Context: an optimization exercise on an open-source flow, tuned for small area and a short achievable clock period. The choices shown serve that exercise and are no tape-out recipe.
RTL that was checked went through simulation tests only; none was proved equivalent to the original.
Power and IR drop assume default switching activity.

==> inputs of sierra <==
==> flow/design.v <==
package systolic_pkg;
    localparam int ARRAY_SIZE = 4;
    localparam int OPERAND_W  = 8;
    localparam int PRODUCT_W  = 16;
    localparam int DIGIT_W = 5;
    localparam logic [15:0] ACC_INIT = 16'h0AC0;
    localparam int DONE_AT = 16;    
endpackage
`timescale 1ns/1ps
module booth_recoder (
    input  logic       clk,
    input  logic       act,
    input  logic       hi,
    input  logic [7:0] b,
    output logic [4:0] dl,    
    output logic [4:0] dh     
);
    function automatic logic [4:0] encode(input logic [2:0] g, input logic en);
        logic one, two, neg;
        one = g[1] ^ g[0];
        two = (g[2] & ~g[1] & ~g[0]) | (~g[2] & g[1] & g[0]);
        neg = g[2];
        encode = en ? {~neg, one | two, neg, two, one} : 5'b0;
    endfunction
    logic [2:0] gl, gh;
    assign gh = hi ? b[7:5] : b[3:1];
    assign gl = hi ? b[5:3] : {b[1:0], 1'b0};
    always_ff @(posedge clk) begin
        dl <= encode(gl, act);
        dh <= encode(gh, act);
    end
endmodule
`timescale 1ns/1ps
module booth_multiplier (
    input  logic [7:0] a,
    input  logic [4:0] d,     
    output logic [8:0] row
);
    logic [8:0] a2;
    assign a2 = {a, 1'b0};
    for (genvar k = 0; k < 8; k++) begin : g_bit
        assign row[k] = ((d[0] & a[k]) | (d[1] & a2[k])) ^ d[2];
    end
    assign row[8] = (d[3] & a[7]) ^ d[4];
endmodule
`timescale 1ns/1ps
module mac_cell (
    input  logic        clk,
    input  logic        keep,
    input  logic        shift,
    input  logic        init,
    input  logic [7:0]  a,
    input  logic [4:0]  dl,
    input  logic [4:0]  dh,
    output logic [15:0] acc
);
    localparam logic [15:0] K = systolic_pkg::ACC_INIT;
    logic [8:0]  rl, rh;
    logic [15:0] f, s, c, sum;
    logic [19:0] acc_sh;
    logic [11:0] cy;       
    logic [3:0]  cs;       
    logic [3:0]  cin;
    logic [16:0] rip;
    logic [3:0]  cout;
    booth_multiplier u_rl (.a(a), .d(dl), .row(rl));
    booth_multiplier u_rh (.a(a), .d(dh), .row(rh));
    assign acc_sh = {acc, 4'b0};
    for (genvar k = 0; k < 16; k++) begin : g_fb
        assign f[k] = (keep & acc[k]) | (shift & acc_sh[k]) | (init & K[k]);
    end
    assign cin[0] = dl[2];
    assign cin[1] = keep & cs[1];
    assign cin[2] = (keep & cs[2]) | (shift & cs[1]);
    assign cin[3] = (keep & cs[3]) | (shift & cs[2]);
    assign s[1:0] = f[1:0];
    assign c[1:0] = rl[1:0];
    assign c[2]   = dh[2];
    assign cy[2:0] = '0;
    for (genvar k = 2; k <= 8; k++) begin : g_csa
        assign s[k]    = f[k] ^ rl[k] ^ rh[k-2];
        assign cy[k+1] = (f[k] & rl[k]) | (f[k] & rh[k-2]) | (rl[k] & rh[k-2]);
    end
    assign c[8:3] = cy[8:3];
    assign s[9]   = f[9] ^ rh[7] ^ cy[9];
    assign cy[10] = (f[9] & rh[7]) | (f[9] & cy[9]) | (rh[7] & cy[9]);
    assign s[10]  = f[10] ^ rh[8] ^ cy[10];
    assign cy[11] = (f[10] & rh[8]) | (f[10] & cy[10]) | (rh[8] & cy[10]);
    assign c[10:9] = '0;
    assign c[11]   = cy[11];
    assign c[15:12] = '0;
    assign s[15:11] = f[15:11];
    for (genvar b = 0; b < 4; b++) begin : g_cpa
        assign {rip[4*b+4], sum[4*b +: 4]} = {1'b0, s[4*b +: 4]} + {1'b0, c[4*b +: 4]} + {4'b0, cin[b]};
    end
    assign rip[0] = 1'b0;
    assign cout = {rip[12], rip[8], rip[4], 1'b0};
    always_ff @(posedge clk) begin
        acc <= sum;
        cs  <= cout;
    end
endmodule
`timescale 1ns/1ps
module array_ctrl (
    input  logic       clk,
    input  logic       rst,
    output logic [3:0] load,       
    output logic       act_next,   
    output logic       hi_next,    
    output logic       keep,       
    output logic       shift,      
    output logic       init,       
    output logic       done
);
    logic [4:0] count;
    always_ff @(posedge clk or negedge rst) begin
        if (!rst) begin
            count <= '0;
            done  <= 1'b0;
        end else begin
            if (count != systolic_pkg::DONE_AT) count <= count + 1'b1;
            if (count == systolic_pkg::DONE_AT) done <= 1'b1;
        end
    end
    for (genvar n = 0; n < 4; n++) begin : g_load
        assign load[n] = (count <= n + 4);
    end
    assign act_next = (count >= 4) && (count <= 11);
    assign hi_next  = (count <= 7);
    always_ff @(posedge clk) begin
        init  <= (count == 4);
        shift <= (count == 8);
        keep  <= (count != 4) && (count != 8);
    end
endmodule
`timescale 1ns/1ps
module systolic_array (
    input  logic           clk,
    input  logic           rst,
    input  logic [31:0]    a_lanes,
    input  logic [31:0]    b_lanes,
    output logic [255:0]   c,
    output logic           done
);
    localparam int N = systolic_pkg::ARRAY_SIZE;
    logic [3:0]  load;
    logic        act_next, hi_next, keep, shift, init;
    logic [7:0]  ra [N][4];
    logic [3:0]  rb_lo [N][4];
    logic [3:0]  rb_hi [N][3];
    logic [7:0]  a_tap [N];
    logic [4:0]  dl [N];
    logic [4:0]  dh [N];
    array_ctrl u_ctrl (
        .clk      (clk),
        .rst      (rst),
        .load     (load),
        .act_next (act_next),
        .hi_next  (hi_next),
        .keep     (keep),
        .shift    (shift),
        .init     (init),
        .done     (done)
    );
    for (genvar n = 0; n < N; n++) begin : g_lane
        always_ff @(posedge clk) begin
            ra[n][0] <= load[n] ? a_lanes[8*n +: 8] : ra[n][3];
            for (int k = 1; k < 4; k++) ra[n][k] <= ra[n][k-1];
        end
        assign a_tap[n] = ra[n][3-n];
        logic [3:0] lo_in;
        logic [7:0] b_rd;
        assign lo_in = load[n] ? b_lanes[8*n +: 4] : rb_lo[n][3];
        always_ff @(posedge clk) begin
            rb_lo[n][0] <= lo_in;
            for (int k = 1; k < 4; k++) rb_lo[n][k] <= rb_lo[n][k-1];
        end
        if (n == 3) begin : g_rd_in
            assign b_rd = {b_lanes[8*n+4 +: 4], lo_in};
        end else begin : g_rd_ring
            always_ff @(posedge clk) begin
                rb_hi[n][0] <= b_lanes[8*n+4 +: 4];
                for (int k = 1; k <= 2 - n; k++) rb_hi[n][k] <= rb_hi[n][k-1];
            end
            assign b_rd = {rb_hi[n][2-n], rb_lo[n][2-n]};
        end
        booth_recoder u_rec (
            .clk (clk),
            .act (act_next),
            .hi  (hi_next),
            .b   (b_rd),
            .dl  (dl[n]),
            .dh  (dh[n])
        );
    end
    for (genvar i = 0; i < N; i++) begin : g_row
        for (genvar j = 0; j < N; j++) begin : g_col
            mac_cell u_cell (
                .clk   (clk),
                .keep  (keep),
                .shift (shift),
                .init  (init),
                .a     (a_tap[i]),
                .dl    (dl[j]),
                .dh    (dh[j]),
                .acc   (c[16*(4*i+j) +: 16])
            );
        end
    end
endmodule
==> flow/run.sh <==
#!/bin/bash
# synth_recipe.tcl (not shown) runs the flow's synth.tcl, then flattens the netlist and writes it again
# the make line also repeats each setting of config.mk as NAME=value (left out here)
make -C /OpenROAD-flow-scripts/flow DESIGN_CONFIG=/design/flow/config.mk WORK_HOME=/design/flow/orfs CLKGATE_MAP_FILE= SYNTH_SCRIPT=/design/flow/synth_recipe.tcl finish
==> flow/config.mk <==
export PLATFORM = sky130hd
export DESIGN_NAME = systolic_array
export DESIGN_NICKNAME = systolic_array
export VERILOG_FILES = /design/flow/design.v
export SDC_FILE = /design/flow/constraint.sdc
export NUM_CORES = 4
export LEC_CHECK = 0
export CAP_MARGIN = 20
export CORE_MARGIN = 2
export CORE_UTILIZATION = 40
export SETUP_SLACK_MARGIN = 3.2
export SLEW_MARGIN = 20
==> flow/constraint.sdc <==
create_clock -name core_clock -period 5.5 [get_ports {clk}]
set_input_delay 1.1000 -clock core_clock [delete_from_list [all_inputs] [get_ports {clk}]]
set_output_delay 1.1000 -clock core_clock [all_outputs]
set_load 0.01 [all_outputs]
==> willow (differences from sierra) <==
--- a/flow/design.v
+++ b/flow/design.v
@@ -84,8 +84,7 @@
     assign c[8:3] = cy[8:3];
-    assign s[9]   = f[9] ^ rh[7] ^ cy[9];
-    assign cy[10] = (f[9] & rh[7]) | (f[9] & cy[9]) | (rh[7] & cy[9]);
-    assign s[10]  = f[10] ^ rh[8] ^ cy[10];
-    assign cy[11] = (f[10] & rh[8]) | (f[10] & cy[10]) | (rh[8] & cy[10]);
-    assign c[10:9] = '0;
-    assign c[11]   = cy[11];
+    assign s[9]   = f[9] ^ rh[7];
+    assign cy[10] = f[9] & rh[7];
+    assign s[10]  = f[10] ^ rh[8];
+    assign cy[11] = f[10] & rh[8];
+    assign c[11:9] = cy[11:9];
     assign c[15:12] = '0;
@@ -93,3 +92,14 @@
     for (genvar b = 0; b < 4; b++) begin : g_cpa
-        assign {rip[4*b+4], sum[4*b +: 4]} = {1'b0, s[4*b +: 4]} + {1'b0, c[4*b +: 4]} + {4'b0, cin[b]};
+        logic [3:0] p, g;
+        logic [4:0] cc;
+        assign p = s[4*b +: 4] ^ c[4*b +: 4];
+        assign g = s[4*b +: 4] & c[4*b +: 4];
+        assign cc[0] = cin[b];
+        assign cc[1] = g[0] | (p[0] & cin[b]);
+        assign cc[2] = g[1] | (p[1] & g[0]) | (p[1] & p[0] & cin[b]);
+        assign cc[3] = g[2] | (p[2] & g[1]) | (p[2] & p[1] & g[0]) | (p[2] & p[1] & p[0] & cin[b]);
+        assign cc[4] = g[3] | (p[3] & g[2]) | (p[3] & p[2] & g[1]) | (p[3] & p[2] & p[1] & g[0])
+                     | (p[3] & p[2] & p[1] & p[0] & cin[b]);
+        assign sum[4*b +: 4] = p ^ cc[3:0];
+        assign rip[4*b+4] = cc[4];
     end
==> flow/flow/run.sh (new file) <==
#!/bin/bash
# The standard layout (standard.sh, unchanged synthesis and steps), except
# that the port buffers are plain buffers instead of the delay buffers
# buffer_ports picks by default. make's full output goes to standard_make.log.
set -euo pipefail
export BUFFER_PORTS_ARGS="-buffer_cell sky130_fd_sc_hd__buf_1"
bash standard.sh > standard_make.log 2>&1
==> flow/standard.sh (new file) <==
#!/bin/bash
# synth_recipe.tcl (not shown) runs the flow's synth.tcl, then flattens the netlist and writes it again
# the make line also repeats each setting of config.mk as NAME=value (left out here)
make -C /OpenROAD-flow-scripts/flow DESIGN_CONFIG=/design/flow/config.mk WORK_HOME=/design/flow/orfs CLKGATE_MAP_FILE= SYNTH_SCRIPT=/design/flow/synth_recipe.tcl "${@:-finish}"
- CTS_BUF_LIST: default -> sky130_fd_sc_hd__clkbuf_4 sky130_fd_sc_hd__clkbuf_8
- CTS_CLUSTER_SIZE: default -> 16
- SETUP_SLACK_MARGIN: 3.2 -> 3.0
removed: flow/run.sh
==> cedar (differences from sierra) <==
--- a/flow/design.v
+++ b/flow/design.v
@@ -84,8 +84,7 @@
     assign c[8:3] = cy[8:3];
-    assign s[9]   = f[9] ^ rh[7] ^ cy[9];
-    assign cy[10] = (f[9] & rh[7]) | (f[9] & cy[9]) | (rh[7] & cy[9]);
-    assign s[10]  = f[10] ^ rh[8] ^ cy[10];
-    assign cy[11] = (f[10] & rh[8]) | (f[10] & cy[10]) | (rh[8] & cy[10]);
-    assign c[10:9] = '0;
-    assign c[11]   = cy[11];
+    assign s[9]   = f[9] ^ rh[7];
+    assign cy[10] = f[9] & rh[7];
+    assign s[10]  = f[10] ^ rh[8];
+    assign cy[11] = f[10] & rh[8];
+    assign c[11:9] = cy[11:9];
     assign c[15:12] = '0;
@@ -93,3 +92,14 @@
     for (genvar b = 0; b < 4; b++) begin : g_cpa
-        assign {rip[4*b+4], sum[4*b +: 4]} = {1'b0, s[4*b +: 4]} + {1'b0, c[4*b +: 4]} + {4'b0, cin[b]};
+        logic [3:0] p, g;
+        logic [4:0] cc;
+        assign p = s[4*b +: 4] ^ c[4*b +: 4];
+        assign g = s[4*b +: 4] & c[4*b +: 4];
+        assign cc[0] = cin[b];
+        assign cc[1] = g[0] | (p[0] & cin[b]);
+        assign cc[2] = g[1] | (p[1] & g[0]) | (p[1] & p[0] & cin[b]);
+        assign cc[3] = g[2] | (p[2] & g[1]) | (p[2] & p[1] & g[0]) | (p[2] & p[1] & p[0] & cin[b]);
+        assign cc[4] = g[3] | (p[3] & g[2]) | (p[3] & p[2] & g[1]) | (p[3] & p[2] & p[1] & g[0])
+                     | (p[3] & p[2] & p[1] & p[0] & cin[b]);
+        assign sum[4*b +: 4] = p ^ cc[3:0];
+        assign rip[4*b+4] = cc[4];
     end
==> flow/flow/run.sh (new file) <==
#!/bin/bash
# The standard layout (standard.sh, unchanged synthesis and steps), except
# that the port buffers are plain buffers instead of the delay buffers
# buffer_ports picks by default. make's full output goes to standard_make.log.
set -euo pipefail
export BUFFER_PORTS_ARGS="-buffer_cell sky130_fd_sc_hd__buf_1"
bash standard.sh > standard_make.log 2>&1
==> flow/standard.sh (new file) <==
#!/bin/bash
# synth_recipe.tcl (not shown) runs the flow's synth.tcl, then flattens the netlist and writes it again
# the make line also repeats each setting of config.mk as NAME=value (left out here)
make -C /OpenROAD-flow-scripts/flow DESIGN_CONFIG=/design/flow/config.mk WORK_HOME=/design/flow/orfs CLKGATE_MAP_FILE= SYNTH_SCRIPT=/design/flow/synth_recipe.tcl "${@:-finish}"
- CORE_UTILIZATION: 40 -> 60
- CTS_CLUSTER_DIAMETER: default -> 120
- CTS_CLUSTER_SIZE: default -> 22
- PLACE_DENSITY: default -> 0.75
- SETUP_SLACK_MARGIN: 3.2 -> 2.9
- TNS_END_PERCENT: default -> 5
removed: flow/run.sh
==> onyx (differences from sierra) <==
--- a/flow/design.v
+++ b/flow/design.v
@@ -84,8 +84,7 @@
     assign c[8:3] = cy[8:3];
-    assign s[9]   = f[9] ^ rh[7] ^ cy[9];
-    assign cy[10] = (f[9] & rh[7]) | (f[9] & cy[9]) | (rh[7] & cy[9]);
-    assign s[10]  = f[10] ^ rh[8] ^ cy[10];
-    assign cy[11] = (f[10] & rh[8]) | (f[10] & cy[10]) | (rh[8] & cy[10]);
-    assign c[10:9] = '0;
-    assign c[11]   = cy[11];
+    assign s[9]   = f[9] ^ rh[7];
+    assign cy[10] = f[9] & rh[7];
+    assign s[10]  = f[10] ^ rh[8];
+    assign cy[11] = f[10] & rh[8];
+    assign c[11:9] = cy[11:9];
     assign c[15:12] = '0;
@@ -93,3 +92,14 @@
     for (genvar b = 0; b < 4; b++) begin : g_cpa
-        assign {rip[4*b+4], sum[4*b +: 4]} = {1'b0, s[4*b +: 4]} + {1'b0, c[4*b +: 4]} + {4'b0, cin[b]};
+        logic [3:0] p, g;
+        logic [4:0] cc;
+        assign p = s[4*b +: 4] ^ c[4*b +: 4];
+        assign g = s[4*b +: 4] & c[4*b +: 4];
+        assign cc[0] = cin[b];
+        assign cc[1] = g[0] | (p[0] & cin[b]);
+        assign cc[2] = g[1] | (p[1] & g[0]) | (p[1] & p[0] & cin[b]);
+        assign cc[3] = g[2] | (p[2] & g[1]) | (p[2] & p[1] & g[0]) | (p[2] & p[1] & p[0] & cin[b]);
+        assign cc[4] = g[3] | (p[3] & g[2]) | (p[3] & p[2] & g[1]) | (p[3] & p[2] & p[1] & g[0])
+                     | (p[3] & p[2] & p[1] & p[0] & cin[b]);
+        assign sum[4*b +: 4] = p ^ cc[3:0];
+        assign rip[4*b+4] = cc[4];
     end
==> flow/flow/run.sh (new file) <==
#!/bin/bash
# The standard layout (standard.sh, unchanged synthesis and steps), except
# that the port buffers are plain buffers instead of the delay buffers
# buffer_ports picks by default. make's full output goes to standard_make.log.
set -euo pipefail
export BUFFER_PORTS_ARGS="-buffer_cell sky130_fd_sc_hd__buf_1"
bash standard.sh > standard_make.log 2>&1
==> flow/standard.sh (new file) <==
#!/bin/bash
# synth_recipe.tcl (not shown) runs the flow's synth.tcl, then flattens the netlist and writes it again
# the make line also repeats each setting of config.mk as NAME=value (left out here)
make -C /OpenROAD-flow-scripts/flow DESIGN_CONFIG=/design/flow/config.mk WORK_HOME=/design/flow/orfs CLKGATE_MAP_FILE= SYNTH_SCRIPT=/design/flow/synth_recipe.tcl "${@:-finish}"
- SETUP_SLACK_MARGIN: 3.2 -> 2.8
removed: flow/run.sh
==> comparison table <==
| metric | willow | sierra | cedar | onyx |
|---|---|---|---|---|
| P_leak | 0.0180 uW | 0.0195 uW | 0.0162 uW | 0.0170 uW |
| Area fraction in and, or, nand and nor cells after synthesis | 5.98% | 6.63% | 5.98% | 5.98% |
| Highest-delay cell along the critical path | fa_1 | fa_1 | dfxtp_4 | fa_1 |
| Fraction of the mapped netlist area in compound gates | 17.4% | 16.1% | 17.4% | 17.4% |
| Vert. Die Dim | 288 um | 282 um | 236 um | 288 um |
| Number of antenna violations at the first check in global routing | 6 | 5 | 1 | 8 |
| Global-route total usage across every layer | 24.6% | 29.7% | 34.5% | 23.6% |
| Number of multi-input combinational cells | 2110 | 1893 | 2109 | 2109 |
| Reg2Reg Setup Slack | 2.95 ns | 2.83 ns | 2.85 ns | 2.85 ns |
| Multi-input gate share of total cell area | 49.4% | 44.9% | 52.9% | 49.9% |
| Critical path capture point | g_row[1].g_col[2].u_cell.acc[7]$_DFF_P_ | g_row[1].g_col[0].u_cell.acc[3]$_DFF_P_ | g_row[1].g_col[0].u_cell.cs[2]$_DFF_P_ | g_row[3].g_col[0].u_cell.acc[7]$_DFF_P_ |
| Worst reg2reg endpoint | g_row[1].g_col[2].u_cell.acc[7]$_DFF_P_ | g_row[1].g_col[0].u_cell.acc[3]$_DFF_P_ | g_row[1].g_col[0].u_cell.cs[2]$_DFF_P_ | g_row[3].g_col[0].u_cell.acc[7]$_DFF_P_ |
| Run status | finished clean | finished clean | finished clean | finished clean |
| Global routing usage on met3 | 6.53% | 8.08% | 10.5% | 4.81% |
| Clock network power consumption | 4230 uW | 4680 uW | 2320 uW | 4640 uW |
| Met1 wire length | 48100 um | 50100 um | 40900 um | 47500 um |
| Area of combinational cells with multiple inputs | 20000 um^2 | 20500 um^2 | 19100 um^2 | 18900 um^2 |
| Tap cell count | 1060 | 1030 | 688 | 1060 |
| Placed Cells incl. Taps | 4371 | 4149 | 3988 | 4372 |
| FMAX | 392 MHz | 374 MHz | 378 MHz | 377 MHz |
| Critical Path Start | u_ctrl.keep$_DFF_P_ | u_ctrl.keep$_DFF_P_ | u_ctrl.shift$_DFF_P_ | g_lane[0].u_rec.dl[1]$_SDFF_PN0_ |
| Hold path depth | - | 0 | 0 | 0 |
| Number of clock buffers inserted by TritonCTS | 99 | 68 | 29 | 67 |
| Root cell of the clock tree | clkbuf_8 | clkbuf_16 | clkbuf_16 | clkbuf_16 |
| Die width | 288 um | 282 um | 236 um | 288 um |
| Layout Cells excl Fill | 4750 | 4746 | 4104 | 4570 |
For sierra, only the layout was checked, not whether the RTL still works.

what the ideal ports hide:
The results above use ideal ports. As a check the final layouts listed here were re-extracted and re-timed, cells and wires unchanged. Step 1 sets driving cells, clkbuf_16 on the clock port and buf_2 on the other inputs (assumed; they add their load-dependent delay and slew). Step 2 adds t to the input delays and takes it off the output delays; t is the mean of the earliest and latest rising clock arrival at the registers after step 1. Input paths then give back, and output paths get back, about the clock's delay inside the block. Three values: ideal ports, drivers, drivers and shift; two values: the first two.
| run | shift t [ns] | setup WS [ns] | slew at the worst register clock pin (ns) |
|---|---|---|---|
| sierra | 0.677 | 2.828 / 2.828 / 2.497 | 0.07 / 0.07 |
| willow | 0.786 | 2.951 / 2.951 / 2.951 | 0.07 / 0.07 |
| cedar | 0.680 | 2.852 / 2.852 / 2.852 | 0.11 / 0.11 |
| onyx | 0.668 | 2.849 / 2.849 / 2.849 | 0.06 / 0.06 |
After both steps setup and hold are still met in every run listed. The setup slack of sierra, which loses most, moves by 0.000 ns with the drivers and by -0.331 ns with both steps.
